This design comes from an exercise in tuning for small area, a short achievable clock period and few clock cycles on the open sky130 flow, not from production work.
No functional check of the RTL was part of any run shown here.
Power is estimated from default activity; no workload was simulated.

==> design.v <==
module nrle_kpal (
  input  logic [3:0]  code,
  input  logic [1:0]  ch,
  output logic [12:0] k,
  output logic [14:0] k3
);
  logic [27:0] kk;
  always_comb begin
    case ({code, ch})
      {4'd1, 2'd1}: kk = {15'd12288, 13'd4096};   
      {4'd2, 2'd0}: kk = {15'd1236, 13'd412};   
      {4'd2, 2'd1}: kk = {15'd11064, 13'd3688};   
      {4'd3, 2'd0}: kk = {15'd3696, 13'd1232};   
      {4'd3, 2'd1}: kk = {15'd8604, 13'd2868};   
      {4'd4, 2'd0}: kk = {15'd3093, 13'd1031};   
      {4'd4, 2'd1}: kk = {15'd7992, 13'd2664};   
      {4'd4, 2'd2}: kk = {15'd1236, 13'd412};   
      {4'd5, 2'd0}: kk = {15'd4068, 13'd1356};   
      {4'd5, 2'd1}: kk = {15'd4068, 13'd1356};   
      {4'd5, 2'd2}: kk = {15'd4068, 13'd1356};   
      {4'd6, 2'd0}: kk = {15'd12288, 13'd4096};   
      {4'd7, 2'd0}: kk = {15'd9849, 13'd3283};   
      {4'd7, 2'd1}: kk = {15'd1848, 13'd616};   
      {4'd7, 2'd2}: kk = {15'd1848, 13'd616};   
      {4'd8, 2'd0}: kk = {15'd5781, 13'd1927};   
      {4'd8, 2'd1}: kk = {15'd984, 13'd328};   
      {4'd8, 2'd2}: kk = {15'd5412, 13'd1804};   
      {4'd9, 2'd0}: kk = {15'd984, 13'd328};   
      {4'd9, 2'd1}: kk = {15'd861, 13'd287};   
      {4'd9, 2'd2}: kk = {15'd10449, 13'd3483};   
      {4'd10, 2'd2}: kk = {15'd12288, 13'd4096};   
      {4'd11, 2'd1}: kk = {15'd6147, 13'd2049};   
      {4'd11, 2'd2}: kk = {15'd6147, 13'd2049};   
      {4'd12, 2'd1}: kk = {15'd10449, 13'd3483};   
      {4'd12, 2'd2}: kk = {15'd1848, 13'd616};   
      default:       kk = {15'd0, 13'd0};   
    endcase
  end
  assign k  = kk[12:0];
  assign k3 = kk[27:13];
endmodule
module nrle_bdig (
  input  logic [6:0]       bright,
  output logic [3:0][2:0]  sel
);
  always_comb begin
    for (int i = 0; i < 4; i++) begin
      logic [1:0] d;
      d = (i == 3) ? {1'b0, bright[6]} : bright[2*i +: 2];
      sel[i] = {d == 2'd3, d == 2'd2, d == 2'd1};
    end
  end
endmodule
module nrle_lane (
  input  logic [12:0]      k,
  input  logic [14:0]      k3,
  input  logic [3:0][2:0]  sel,
  output logic [6:0]       level
);
  localparam logic [20:0] KEEP = ~21'd31;
  logic [20:0] q;
  always_comb begin
    q = '0;
    for (int i = 0; i < 4; i++) begin
      logic [14:0] m;
      m = ({15{sel[i][0]}} & {2'b00, k}) | ({15{sel[i][1]}} & {1'b0, k, 1'b0}) |
          ({15{sel[i][2]}} & k3);
      q = q + ((21'(m) << (2*i)) & KEEP);
    end
  end
  assign level = q[18:12];
endmodule
module nrle_merge (
  input  logic [15:0] codes,    
  output logic [15:0] slots,
  output logic [1:0]  nm1
);
  logic [3:0] act;
  logic [1:0] pos [4];    
  always_comb begin
    for (int i = 0; i < 4; i++) begin
      act[i] = (codes[4*i +: 4] != 4'd0) && (codes[4*i +: 4] <= 4'd12);
    end
    pos[0] = 2'd0;
    pos[1] = {1'b0, act[0]};
    pos[2] = {act[0] && act[1], act[0] ^ act[1]};
    pos[3] = 2'(act[0]) + 2'(act[1]) + 2'(act[2]);
    slots = '0;
    for (int i = 0; i < 4; i++) begin
      for (int j = 0; j <= i; j++) begin
        slots[4*j +: 4] = slots[4*j +: 4] |
                          ({4{act[i] && pos[i] == 2'(j)}} & codes[4*i +: 4]);
      end
    end
    nm1 = (act == 4'd0) ? 2'd0 : 2'(2'(act[0]) + 2'(act[1]) + 2'(act[2]) + 2'(act[3]) - 2'd1);
  end
endmodule
module nrle_emit (
  input  logic        clk,
  input  logic        rst_n,
  output logic        ready,      
  input  logic        load,       
  input  logic [15:0] slots_in,
  input  logic [1:0]  nm1_in,
  input  logic [6:0]  bright_in,
  input  logic        res_ready,
  output logic        res_valid,
  output logic [3:0]  res_led_index,
  output logic [1:0]  res_color_channel,
  output logic [6:0]  res_level,
  output logic        res_last
);
  logic        fresh_r;
  logic [15:0] q_r;
  logic [1:0]  nm1q_r;
  logic [6:0]  brq_r;
  logic        busy_r;
  logic [12:0] k_r;
  logic [14:0] k3_r;
  logic [3:0][2:0] sel_r;
  logic [3:0]  code_r;
  logic [1:0]  nm1_r;
  logic [3:0]  led_r;
  logic [1:0]  ch_r;
  logic        vld_r;
  logic [3:0]  ri_r;
  logic [1:0]  rc_r;
  logic [6:0]  rl_r;
  logic        adv, w_last, w_lastseg, seg_end, start, take;
  logic [3:0]  w_led;
  logic [1:0]  w_ch, ch_nxt;
  logic [3:0]  code_nxt;
  logic [12:0] k_nxt;
  logic [14:0] k3_nxt;
  logic [3:0][2:0] sel_nxt;
  logic [6:0]  level;
  assign w_led = led_r;
  assign w_ch  = ch_r;
  assign w_last = (w_led == 4'd11) && (w_ch == 2'd2);
  always_comb begin
    case (nm1_r)
      2'd0: begin
        seg_end   = 1'b0;
        w_lastseg = 1'b1;
      end
      2'd1: begin
        seg_end   = (w_led == 4'd5);
        w_lastseg = (w_led >= 4'd6);
      end
      2'd2: begin
        seg_end   = (w_led == 4'd3) || (w_led == 4'd7);
        w_lastseg = (w_led >= 4'd8);
      end
      default: begin
        seg_end   = (w_led == 4'd2) || (w_led == 4'd5) || (w_led == 4'd8);
        w_lastseg = (w_led >= 4'd9);
      end
    endcase
  end
  assign ready = !fresh_r && (!busy_r || w_lastseg);
  assign start    = fresh_r && (!busy_r || w_last);
  assign take     = !busy_r || ((w_ch == 2'd2) && (seg_end || w_led == 4'd11));
  assign ch_nxt   = (w_ch == 2'd2) ? 2'd0 : w_ch + 2'd1;
  assign code_nxt = take ? q_r[3:0] : code_r;
  nrle_kpal u_kpal (
    .code (code_nxt),
    .ch   (ch_nxt),
    .k    (k_nxt),
    .k3   (k3_nxt)
  );
  nrle_bdig u_bdig (
    .bright (brq_r),
    .sel    (sel_nxt)
  );
  nrle_lane u_lane (
    .k     (k_r),
    .k3    (k3_r),
    .sel   (sel_r),
    .level (level)
  );
  assign adv = !vld_r || res_ready;
  always_ff @(posedge clk) begin
    if (!rst_n) begin
      fresh_r <= 1'b0;
      busy_r  <= 1'b0;
      vld_r   <= 1'b0;
      ch_r    <= 2'd2;
    end else begin
      if (load) begin
        fresh_r <= 1'b1;
      end else if (adv && start) begin
        fresh_r <= 1'b0;
      end
      if (adv) begin
        busy_r <= (busy_r && !w_last) || fresh_r;
        vld_r  <= busy_r;
      end
      if (adv && (start || (busy_r && !w_last))) begin
        ch_r <= ch_nxt;
      end
    end
  end
  always_ff @(posedge clk) begin
    if (load) begin
      q_r    <= slots_in;
      nm1q_r <= nm1_in;
      brq_r  <= bright_in;
    end else if (adv && take && (start || (busy_r && !w_last))) begin
      q_r <= {4'd0, q_r[15:4]};
    end
    if (adv && start) begin
      led_r <= 4'd0;
    end else if (adv && busy_r && !w_last && w_ch == 2'd2) begin
      led_r <= led_r + 4'd1;
    end
    if (adv && (start || (busy_r && !w_last))) begin
      k_r    <= k_nxt;
      k3_r   <= k3_nxt;
      code_r <= code_nxt;
    end
    if (adv && start) begin
      sel_r <= sel_nxt;
      nm1_r <= nm1q_r;
    end
    if (adv && busy_r) begin
      ri_r <= w_led;
      rc_r <= w_ch;
      rl_r <= level;
    end
  end
  assign res_valid         = vld_r;
  assign res_led_index     = ri_r;
  assign res_color_channel = rc_r;
  assign res_level         = rl_r;
  assign res_last          = (ri_r == 4'd11) && (rc_r == 2'd2);
endmodule
module note_ring_led_pulse_encoder (
  input  logic        clk,
  input  logic        rst_n,
  input  logic        in_valid,
  output logic        in_ready,
  input  logic [3:0]  note_first,
  input  logic [3:0]  note_second,
  input  logic [3:0]  note_third,
  input  logic [3:0]  note_fourth,
  output logic        out_valid,
  input  logic        out_ready,
  output logic [3:0]  out_led_index,
  output logic [1:0]  out_color_channel,
  output logic [6:0]  out_level,
  output logic [31:0] out_pulse_pattern,
  output logic        out_last,
  input  logic        cfg_we,
  input  logic [6:0]  cfg_wdata
);
  localparam logic [6:0] BRIGHT_MAX   = 7'd100;
  localparam logic [6:0] BRIGHT_RESET = 7'd10;
  logic [6:0]  bright_r;
  logic [15:0] slots;
  logic [1:0]  nm1;
  logic        load;
  always_ff @(posedge clk) begin
    if (!rst_n) begin
      bright_r <= BRIGHT_RESET;
    end else if (cfg_we) begin
      bright_r <= (cfg_wdata > BRIGHT_MAX) ? BRIGHT_MAX : cfg_wdata;
    end
  end
  assign load = rst_n && in_valid && in_ready;
  nrle_merge u_merge (
    .codes ({note_fourth, note_third, note_second, note_first}),
    .slots (slots),
    .nm1   (nm1)
  );
  nrle_emit u_emit (
    .clk               (clk),
    .rst_n             (rst_n),
    .ready             (in_ready),
    .load              (load),
    .slots_in          (slots),
    .nm1_in            (nm1),
    .bright_in         (bright_r),
    .res_ready         (out_ready),
    .res_valid         (out_valid),
    .res_led_index     (out_led_index),
    .res_color_channel (out_color_channel),
    .res_level         (out_level),
    .res_last          (out_last)
  );
  for (genvar k = 0; k < 8; k++) begin : g_pulse
    assign out_pulse_pattern[4*k +: 4] = {1'b1, (k < 7) ? out_level[k] : 1'b0, 2'b00};
  end
endmodule
==> flow/run.sh <==
#!/bin/bash
# The standard layout, with plain buf_1 cells as the port buffers (ORFS's
# buffer_ports otherwise picks clkdlybuf4s50_1 delay cells).
set -e
export BUFFER_PORTS_ARGS="-buffer_cell sky130_fd_sc_hd__buf_1"
bash standard.sh > standard.log 2>&1
==> standard.sh <==
#!/bin/bash
# synth_recipe.tcl (not shown) runs the flow's synth.tcl, then flattens the netlist and writes it again
# the make line also repeats each setting of config.mk as NAME=value (left out here)
make -C /OpenROAD-flow-scripts/flow DESIGN_CONFIG=/design/flow/config.mk WORK_HOME=/design/flow/orfs CLKGATE_MAP_FILE= SYNTH_SCRIPT=/design/flow/synth_recipe.tcl "${@:-finish}"
==> config.mk <==
export PLATFORM = sky130hd
export DESIGN_NAME = note_ring_led_pulse_encoder
export DESIGN_NICKNAME = note_ring_led_pulse_encoder
export VERILOG_FILES = /design/flow/design.v
export SDC_FILE = /design/flow/constraint.sdc
export NUM_CORES = 4
export LEC_CHECK = 0
export CAP_MARGIN = 20
export CORE_MARGIN = 2
export CORE_UTILIZATION = 40
export SETUP_SLACK_MARGIN = 4.0
export SLEW_MARGIN = 20
==> constraint.sdc <==
create_clock -name core_clock -period 7.5 [get_ports {clk}]
set_input_delay 1.5000 -clock core_clock [delete_from_list [all_inputs] [get_ports {clk}]]
set_output_delay 1.5000 -clock core_clock [all_outputs]
set_load 0.01 [all_outputs]
==> impl_results.md, run 1 <==
* Max Cap Viol at 0
* Post-DP Area at just under 0.007 sq mm
* Largest net degree at the start of global routing at just over 40
* LEAKAGE at between 0.002 and 0.003 uW
* Vias in the first global route at 5171
* H-tree lvl count at 3
* Worst setup SP type: flop
* Req. time, crit path at 7.60 ns
* Met2 routed WL at 8.11 mm
* Slew Viols, Final at 0
* Top_reg_cell synth: edfxtp_1
* Via/cell ratio at 5.71
* Core Area at 0.0164 sq mm
* FF-to-FF path depth at 16
* Starting density of the core at 40.5%
* Ys async rst share at 0%
* R2R setup slack at 3.73 ns
* Final wirelength at 16.0 mm
* CTS Root Cell: clkbuf_16
* Grt ovf at 0
* Run status: finished clean
* Crit path DAT at approximately 3.9 ns
* Fin area at 0.00750 sq mm
* CP endpoint kind: flop
* CTS Buf Count at 9
* # hold bufs at CTS at 0
* Layout cells sized above 1 at between 10% and 20%
* DR WL/cell at about 17 um
* CTS tree: yes
* Crit Path Class: flop to flop
* Syn Std Cell Area at 0.00664 sq mm
* Maximum clock path buffer count at 2
* Drt first pass iters at 8
* Met3 WL at 992 um
* Worst Hold Depth at 0
* DRT iter0 DRCs at 919
* Die Ht at around 130 um
* Synth unique cells at 75
* Setup violations, final at 0
* Skew final at 0.00990 ns
* Num rows at 47
* YS warnings at 7
* Syn Area/Cell at 9.90 sq um
* DRC viols at 0
* Tightest Pin Transition at 0.854 ns
* Die area at 0.0177 sq mm
* Min-delay worst type: flop to flop
* Max Clk Rate at 265 MHz
* Port bufs at 50
* Hold Path End: u_emit.sel_r[9]$_DFFE_PP_
* Initial antenna violation count at 0
* Number of synthesized register bits at 95
* EDFF count, synth at 79
* Worst-path fanout max at 8
* Clk Latency, worst-skew pair at around 0.35 ns
* Relative slew slack at 41.4%
* ANT cells at 0
* Max Used Layer: met4
* Routed length on met1 at 6.46 mm
* Reg-to-reg endpoint: u_emit.rl_r[3]$_DFFE_PP_
* Clock sink count at 95
* RSZ-0062 raised after global routing: true
* Layout area overhead at 13.0%
* Post-route ant nets at 0
* Pwr dens at 447 mW/mm^2
* Final worst-path cycle share at 50.2%
* Via count at 5388
* R2r startpoint: u_emit.sel_r[6]$_DFFE_PP_
* Clock slew at reported path FFs at 0.07 ns
* GR Util All Layers at 18.0%
* Setup TNS at 0 ns
* Final min period at roughly 3.8 ns
* Io pins at 76
* Final GP Congestion at 0.884
* Worst vdd ir at 351 uV
* Worst hold path startpoint: u_emit.brq_r[6]$_DFFE_PP_
* Fin nets at 790
* Mapped Cells at 671
* Share of the yosys chip area belonging to registers at 40.5%
* Final Hold Vio Count at 0
* Post-DP HPWL at 11.1 mm
* Die span in x at 133 um
* Global-route wire length before repair at about 26 mm
## repair_timing
item	CTS	global route
pin swaps	6	14
setup buffers	20	11
gates resized for setup	7	22
endpoints found under the setup margin	20	29
gates cloned	1	0
hold endpoints to repair	0	0
## registers in the layout, indices dropped and copies added, names as in the netlist, 2 cells and up
| name | cells |
|---|---|
| u_emit.q_r | 16 |
| u_emit.k3_r | 14 |
| u_emit.k_r | 11 |
| u_emit.sel_r | 10 |
| bright_r | 7 |
| u_emit.brq_r | 7 |
| u_emit.rl_r | 7 |
| u_emit.code_r | 4 |
| u_emit.led_r | 4 |
| u_emit.ri_r | 4 |
| u_emit.ch_r | 2 |
| u_emit.nm1_r | 2 |
| u_emit.nm1q_r | 2 |
| u_emit.rc_r | 2 |
## cells in the mapped netlist, drive strengths merged (4+ instances only)
| master | number | area share, % |
|---|---|---|
| a21boi | 7 | 0.90 |
| clkbuf | 25 | 1.4 |
| dfxtp | 16 | 4.8 |
| nand3 | 13 | 0.98 |
| buf | 47 | 5.0 |
| edfxtp | 79 | 36 |
| a22oi | 9 | 1.0 |
| nor2 | 41 | 2.6 |
| nand4 | 7 | 0.66 |
| o211ai | 7 | 0.79 |
| xor2 | 4 | 0.53 |
| and2 | 22 | 2.1 |
| and3 | 9 | 1.0 |
| a31oi | 8 | 0.75 |
| nor2b | 14 | 1.3 |
| nand2b | 11 | 1.0 |
| o32ai | 4 | 0.53 |
| a211oi | 6 | 0.87 |
| o22ai | 7 | 0.66 |
| a21oi | 37 | 2.8 |
| fa | 18 | 5.4 |
| o21bai | 5 | 0.57 |
| ha | 26 | 4.9 |
| mux2i | 6 | 1.1 |
| inv | 60 | 3.4 |
| xnor2 | 6 | 0.79 |
| nor3 | 10 | 0.90 |
| nand2 | 49 | 2.8 |
| a222oi | 38 | 5.7 |
| o21ai | 23 | 1.7 |
## stage by stage
step                      total power [uW]  hold WS, ns  utilization, %  instances  worst slack (ns)
after floorplan                       2200        0.400               -        694              3.95
after CTS                             3220        0.422            44.8        932              3.78
after detailed placement              2520        0.405            41.5        895              3.62
final                                 3360        0.419            45.7        943              3.73
after global routing                  3620        0.428            45.7        943              3.58
after global placement                2490        0.402            41.5        895              3.69
## routing by layer
layer  global-route usage, %  vias up
met5                       0        -
met4                    7.53        0
met3                    3.83       35
met2                    32.1      240
met1                    20.9     2564
li1                        -     2549
## worst max-delay path, stage by stage (launching register included)
cell	delay [ns]
edfxtp_1	0.53
a222oi_1	0.43
inv_1	0.12
fa_1	0.54
inv_1	0.06
fa_1	0.52
inv_1	0.04
ha_1	0.29
o21a_1	0.13
o31ai_2	0.06
buf_4	0.15
buf_4	0.13
buf_6	0.11
a21boi_4	0.16
nand2_1	0.08
nand2_1	0.10
xor2_1	0.07
## cell families (layout without fill, tap and decap cells)
group / Yosys count / after routing / synth area share, %
AO/OA/AOI/OAI: 189 / 189 / 21.5
XOR/XNOR: 10 / 10 / 1.32
AND/OR/NAND/NOR: 192 / 193 / 15.1
other: 2 / 25 / 0.113
buffers and inverters: 132 / 160 / 9.80
adder cells (fa/ha/maj): 44 / 44 / 10.3
multiplexers: 7 / 7 / 1.26
flip-flops: 95 / 95 / 40.5
## area by class of cell
cell class	count	area [sq um]
clock buffer	9	225
clock inverter	7	126
fill	1546	8900
inverter	60	225
multi-input combinational	468	3500
sequential	95	2700
tap	220	275
timing repair buffer	84	457
## how the worst max path moves through the flow
stage	start	to
floorplan	u_emit.sel_r[0]$_DFFE_PP_	u_emit.rl_r[6]$_DFFE_PP_
global placement	u_emit.sel_r[0]$_DFFE_PP_	u_emit.rl_r[6]$_DFFE_PP_
detailed placement	u_emit.sel_r[0]$_DFFE_PP_	u_emit.rl_r[6]$_DFFE_PP_
CTS	u_emit.sel_r[0]$_DFFE_PP_	u_emit.rl_r[6]$_DFFE_PP_
global route	u_emit.sel_r[0]$_DFFE_PP_	u_emit.rl_r[6]$_DFFE_PP_
finish	u_emit.sel_r[6]$_DFFE_PP_	u_emit.rl_r[3]$_DFFE_PP_
## layout by cell type, fill, tap and decap left out, types with 5 or more instances in the layout
| cell | netlist | final |
|---|---|---|
| fa_1 | 18 | 16 |
| buf_4 | 37 | 27 |
| mux2i_1 | 5 | 5 |
| a31oi_1 | 8 | 8 |
| a211oi_1 | 5 | 5 |
| edfxtp_1 | 79 | 79 |
| inv_1 | 56 | 52 |
| nor2_1 | 38 | 37 |
| o21bai_1 | 5 | 5 |
| ha_1 | 26 | 24 |
| clkbuf_16 | 0 | 9 |
| a22oi_1 | 9 | 7 |
| buf_1 | 2 | 50 |
| nor2b_1 | 14 | 14 |
| buf_6 | 1 | 5 |
| nand2_1 | 49 | 49 |
| o21ai_0 | 22 | 22 |
| nor3_1 | 8 | 6 |
| and2_1 | 20 | 19 |
| dfxtp_1 | 16 | 14 |
| and3_1 | 7 | 7 |
| o22ai_1 | 7 | 7 |
| nand3_1 | 13 | 13 |
| nand2b_1 | 11 | 11 |
| inv_2 | 4 | 8 |
| a21oi_1 | 36 | 35 |
| xnor2_1 | 6 | 6 |
| conb_1 | 2 | 25 |
| a222oi_1 | 38 | 38 |
| nand4_1 | 7 | 7 |
| o211ai_1 | 7 | 7 |
## report_power, final
part	switching (uW)	total (uW)	internal (uW)
combinational	1050	1890	834
sequential	123	932	809
clock	205	535	331
total	1380	3360	1970
==> run 2, diff against run 1 <==
--- a/design.v
+++ b/design.v
@@ -12,26 +12,26 @@
       {4'd2, 2'd1}: kk = {15'd11064, 13'd3688};   
       {4'd3, 2'd0}: kk = {15'd3696, 13'd1232};   
       {4'd3, 2'd1}: kk = {15'd8604, 13'd2868};   
-      {4'd4, 2'd0}: kk = {15'd3093, 13'd1031};   
+      {4'd4, 2'd0}: kk = {15'd3072, 13'd1024};   
       {4'd4, 2'd1}: kk = {15'd7992, 13'd2664};   
       {4'd4, 2'd2}: kk = {15'd1236, 13'd412};   
-      {4'd5, 2'd0}: kk = {15'd4068, 13'd1356};   
-      {4'd5, 2'd1}: kk = {15'd4068, 13'd1356};   
-      {4'd5, 2'd2}: kk = {15'd4068, 13'd1356};   
+      {4'd5, 2'd0}: kk = {15'd4056, 13'd1352};   
+      {4'd5, 2'd1}: kk = {15'd4056, 13'd1352};   
+      {4'd5, 2'd2}: kk = {15'd4056, 13'd1352};   
       {4'd6, 2'd0}: kk = {15'd12288, 13'd4096};   
-      {4'd7, 2'd0}: kk = {15'd9849, 13'd3283};   
+      {4'd7, 2'd0}: kk = {15'd9840, 13'd3280};   
       {4'd7, 2'd1}: kk = {15'd1848, 13'd616};   
       {4'd7, 2'd2}: kk = {15'd1848, 13'd616};   
-      {4'd8, 2'd0}: kk = {15'd5781, 13'd1927};   
+      {4'd8, 2'd0}: kk = {15'd5778, 13'd1926};   
       {4'd8, 2'd1}: kk = {15'd984, 13'd328};   
       {4'd8, 2'd2}: kk = {15'd5412, 13'd1804};   
       {4'd9, 2'd0}: kk = {15'd984, 13'd328};   
       {4'd9, 2'd1}: kk = {15'd861, 13'd287};   
-      {4'd9, 2'd2}: kk = {15'd10449, 13'd3483};   
+      {4'd9, 2'd2}: kk = {15'd10446, 13'd3482};   
       {4'd10, 2'd2}: kk = {15'd12288, 13'd4096};   
-      {4'd11, 2'd1}: kk = {15'd6147, 13'd2049};   
-      {4'd11, 2'd2}: kk = {15'd6147, 13'd2049};   
-      {4'd12, 2'd1}: kk = {15'd10449, 13'd3483};   
+      {4'd11, 2'd1}: kk = {15'd6144, 13'd2048};   
+      {4'd11, 2'd2}: kk = {15'd6144, 13'd2048};   
+      {4'd12, 2'd1}: kk = {15'd10446, 13'd3482};   
       {4'd12, 2'd2}: kk = {15'd1848, 13'd616};   
       default:       kk = {15'd0, 13'd0};   
     endcase
==> run.sh (new file) <==
#!/bin/bash
# synth_recipe.tcl (not shown) runs the flow's synth.tcl, then flattens the netlist and writes it again
# the make line also repeats each setting of config.mk as NAME=value (left out here)
make -C /OpenROAD-flow-scripts/flow DESIGN_CONFIG=/design/flow/config.mk WORK_HOME=/design/flow/orfs CLKGATE_MAP_FILE= SYNTH_SCRIPT=/design/flow/synth_recipe.tcl finish
removed: flow/run.sh
removed: standard.sh
==> impl_results.md, run 2 <==
* Met2 routed WL at 7.81 mm (was 8.11 mm)
* Ys async rst share at 0% (unchanged)
* Crit path DAT at 3.73 ns (was 3.87 ns)
* Syn Area/Cell at 9.57 sq um (was 9.90 sq um)
* Worst vdd ir at 487 uV (was 351 uV)
* Post-DP HPWL at 11.5 mm (was 11.1 mm)
* Pwr dens at 446 mW/mm^2 (was 447 mW/mm^2)
* Worst hold path startpoint: u_emit.nm1q_r[1]$_SDFFCE_PN0P_ (was u_emit.brq_r[6]$_DFFE_PP_)
* GR Util All Layers at 18.2% (was 18.0%)
* Setup violations, final at 0 (unchanged)
* Seq pwr share at 27.8% (about the same)
* DRT iter0 DRCs at 661 (was 919)
* RSZ-0062 raised after global routing: true (unchanged)
* Max FFs per register at 16 (unchanged)
* Num rows at 47 (unchanged)
* Setup TNS at 0 ns (unchanged)
* Routed length on met1 at 6.90 mm (was 6.46 mm)
* R2r startpoint: u_emit.sel_r[7]$_DFFE_PP_ (was u_emit.sel_r[6]$_DFFE_PP_)
* Io pins at 76 (unchanged)
* CTS Buf Count at 9 (unchanged)
* FF-to-FF path depth at 14 (was 16)
* Via count at 5605 (was 5388)
* Layout area overhead at 14.7% (was 13.0%)
* Skew final at 0.00614 ns (was 0.00990 ns)
* Run status: finished clean (unchanged)
* Biggest regs: u_emit.q_r: 16 flops, u_emit.k3_r: 14 flops, u_emit.k_r: 12 flops (was u_emit.q_r: 16 flops, u_emit.k3_r: 14 flops, u_emit.k_r: 11 flops)
* Vias in the first global route at 5323 (was 5171)
* Port bufs at 50 (unchanged)
* Relative slew slack at 38.6% (was 41.4%)
* Fin nets at 816 (was 790)
* DRC viols at 0 (unchanged)
* Max Cap Viol at 0 (unchanged)
* Via/cell ratio at 5.78 (was 5.71)
* Max Clk Rate at 276 MHz (was 265 MHz)
* Share of the yosys chip area belonging to registers at 39.9% (was 40.5%)
* Initial antenna violation count at 0 (unchanged)
* Final GP Congestion at 0.940 (was 0.884)
* Number of synthesized register bits at 96 (was 95)
* Core Area at 0.0166 sq mm (was 0.0164 sq mm)
* Largest net degree at the start of global routing at 44 (was 41)
* Most common cell after layout, fill and taps aside: edfxtp_1 (unchanged)
* P_int at 2030 uW (was 1970 uW)
* Drt first pass iters at 8 (unchanged)
* Max Used Layer: met4 (unchanged)
* Synth unique cells at 70 (was 75)
* Worst Hold Depth at 0 (unchanged)
* Min-delay worst type: flop to flop (unchanged)
* Final wirelength at 16.2 mm (was 16.0 mm)
* Global-route wire length before repair at 26.3 mm (was 25.5 mm)
* Most frequent cell after synthesis: edfxtp_1 (unchanged)
* Clock network power share at 13.9% (was 16.0%)
* Worst setup SP type: flop (unchanged)
* Largest reg by FF count: u_emit.q_r (unchanged)
* Fin util at 47.0% (was 45.7%)
* Starting density of the core at 41.0% (was 40.5%)
* Grt ovf at 0 (unchanged)
* Clk Latency, worst-skew pair at 0.35 ns (about the same)
* Comb power frac at 58.3% (was 56.3%)
* Final Hold Vio Count at 0 (unchanged)
* CTS Root Cell: clkbuf_16 (unchanged)
* EDFF count, synth at 80 (was 79)
* Top_reg_cell synth: edfxtp_1 (unchanged)
* Final min period at 3.62 ns (was 3.77 ns)
* Most frequent cells in the layout: 80 x edfxtp_1, 63 x nand2_1, 49 x inv_1 (was 79 x edfxtp_1, 52 x inv_1, 50 x buf_1)
* Worst-path fanout max at 3 (was 8)
* Hold Path End: u_emit.nm1_r[1]$_DFFE_PP_ (was u_emit.sel_r[9]$_DFFE_PP_)
* DR WL/cell at 16.8 um (was 17.0 um)
* Post-synth top area share at 35.2% (was 35.7%)
* Slew Viols, Final at 0 (unchanged)
* Die area at 0.0181 sq mm (was 0.0177 sq mm)
* Die span in x at 135 um (was 133 um)
* Top post-synthesis cells by count: 80 x edfxtp_1, 64 x nand2_1, 52 x inv_1, 49 x nor2_1 (was 79 x edfxtp_1, 56 x inv_1, 49 x nand2_1, 38 x a222oi_1, 38 x nor2_1)
* Syn Std Cell Area at 0.00682 sq mm (was 0.00664 sq mm)
* Layout cells sized above 1 at 12.6% (was 13.7%)
* H-tree lvl count at 3 (unchanged)
* Reg-to-reg endpoint: u_emit.rl_r[6]$_DFFE_PP_ (was u_emit.rl_r[3]$_DFFE_PP_)
* Final worst-path cycle share at 48.3% (was 50.2%)
* Die Ht at 135 um (was 133 um)
* YS warnings at 7 (unchanged)
* Clock sink count at 96 (was 95)
* Synth top area cells: edfxtp_1 35%, a222oi_1 5.6%, fa_1 5.3%, ha_1 4.8%, dfxtp_1 4.7% (was edfxtp_1 36%, a222oi_1 5.7%, fa_1 5.4%, ha_1 4.9%, dfxtp_1 4.8%)
* Sw power at 1450 uW (was 1380 uW)
* Sw Ratio at 41.7% (was 41.2%)
* Maximum clock path buffer count at 2 (unchanged)
* Req. time, crit path at 7.61 ns (was 7.60 ns)
* LEAKAGE at 0.00308 uW (was 0.00291 uW)
* R2R setup slack at 3.88 ns (was 3.73 ns)
* ANT cells at 0 (unchanged)
* Crit Path Class: flop to flop (unchanged)
* CP endpoint kind: flop (unchanged)
* Clock slew at reported path FFs at 0.07 ns (about the same)
* Post-route ant nets at 0 (unchanged)
* Tightest Pin Transition at 0.922 ns (was 0.854 ns)
* Mapped Cells at 713 (was 671)
* CTS tree: yes (unchanged)
* # hold bufs at CTS at 0 (unchanged)
* Synth area leader: edfxtp_1 (unchanged)
* Met3 WL at 985 um (was 992 um)
[run 2: cell types whose count changed after synthesis, sizes merged, moves of 5 or more]
| cell | previous run | this run |
|---|---|---|
| buf | 47 | 53 |
| o21ai | 23 | 39 |
| nor2 | 41 | 56 |
| nand2 | 49 | 68 |
| a21boi | 7 | 2 |
| a31oi | 8 | 18 |
[run 2: worst max-delay path by stage]
stage                               from                  endpoint  slack [ns]  cells past startpoint
6_report       u_emit.sel_r[7]$_DFFE_PP_  u_emit.rl_r[6]$_DFFE_PP_        3.88                     14
5_1_grt        u_emit.sel_r[6]$_DFFE_PP_  u_emit.rl_r[6]$_DFFE_PP_        3.73                     12
4_1_cts        u_emit.sel_r[6]$_DFFE_PP_  u_emit.rl_r[6]$_DFFE_PP_        3.89                     12
3_5_place_dp              note_second[1]   u_emit.q_r[7]$_DFFE_PP_        3.33                      8
3_3_place_gp              note_second[1]   u_emit.q_r[7]$_DFFE_PP_        3.37                      8
2_1_floorplan  u_emit.sel_r[7]$_DFFE_PP_  u_emit.rl_r[6]$_DFFE_PP_        4.00                     14
[run 2: timing repair]
| action | CTS | global route |
|---|---|---|
| endpoints found under the setup margin | 67 | 60 |
| pin swaps | 30 | 13 |
| setup buffers | 19 | 3 |
| hold endpoints to repair | 0 | 0 |
| gates resized for setup | 39 | 13 |
[run 2: through the flow]
stage / hold WS, ns / cell area, sq um / instances / worst slack, ns / power, uW
final: 0.425 / 7830 / 969 / 3.88 / 3490
after detailed placement: 0.414 / 7210 / 931 / 3.33 / 2740
after floorplan: 0.400 / 6910 / 736 / 4.00 / 2340
after CTS: 0.429 / 7770 / 966 / 3.89 / 3460
after global placement: 0.413 / 7210 / 931 / 3.37 / 2710
after global routing: 0.428 / 7830 / 969 / 3.73 / 3780
[run 2: cell families (layout without fill, tap and decap cells)]
family | Yosys count | after routing | synth area share, %
mux | 3 | 3 | 0.440
fa+ha+maj | 44 | 44 | 10.0
compound gates | 199 | 199 | 20.8
xor+xnor | 11 | 11 | 1.41
simple gates | 224 | 224 | 16.7
flops | 96 | 96 | 39.9
buf+inv | 134 | 147 | 10.6
other cells | 2 | 25 | 0.110
[run 2: layout make-up]
type / count / area (sq um)
clock buffer: 11 / 233
tap: 220 / 275
multi-input combinational: 506 / 3590
sequential: 96 / 2730
timing repair buffer: 75 / 697
inverter: 56 / 223
fill: 1544 / 8810
clock inverter: 5 / 83.8
[run 2: worst max-delay path, stage by stage (launching register included)]
cell,delay (ns)
edfxtp_1,0.46
buf_4,0.18
a222oi_1,0.30
inv_1,0.11
fa_1,0.52
fa_1,0.42
ha_1,0.29
nand2_1,0.06
o21bai_1,0.08
a211o_1,0.35
nand3_4,0.11
a31oi_4,0.10
a21oi_2,0.17
o21bai_1,0.10
xnor2_1,0.12
[run 2: power by group through the flow]
stage	Sequential [uW]	Combinational (uW)	Clock, uW
after floorplan	928	1410	0
after global placement	974	1740	0
after detailed placement	979	1760	0
after CTS	963	2000	497
after global routing	987	2280	519
final	970	2030	484
[run 2: routing by layer]
layer / track usage [%] / vias up
met2: 30.6 / 260
met5: 0 / -
met3: 2.97 / 40
li1: - / 2638
met1: 22.5 / 2667
met4: 9.36 / 0

## port drivers added, routing unchanged
How much do the figures lean on ideal ports? The routed layouts below were timed once more, with nothing changed but the port constraints. Step 1, drivers: a clkbuf_16 drives clk and a buf_2 each remaining input, both assumed. Step 2, shift: input delay + t, output delay - t, t = (earliest + latest rising clock arrival at the registers) / 2. This alone moves slack from input paths to output paths. a / b / c = ideal ports / drivers / drivers and shift; a / b = the first two.
| run | t (ns) | setup slack, ns | hold WS [ns] | worst setup path after step 2 |
|---|---|---|---|---|
| run 1 | 0.387 | 3.733 / 3.732 / 3.712 | 0.419 / 0.419 / 0.419 | input to register |
| run 2 | 0.389 | 3.878 / 3.878 / 3.725 | 0.425 / 0.425 / 0.425 | input to register |
After both steps setup and hold are still met in every run listed. For run 2, which loses most, drivers alone change the setup slack by 0.000 ns; drivers and shift together by -0.153 ns.
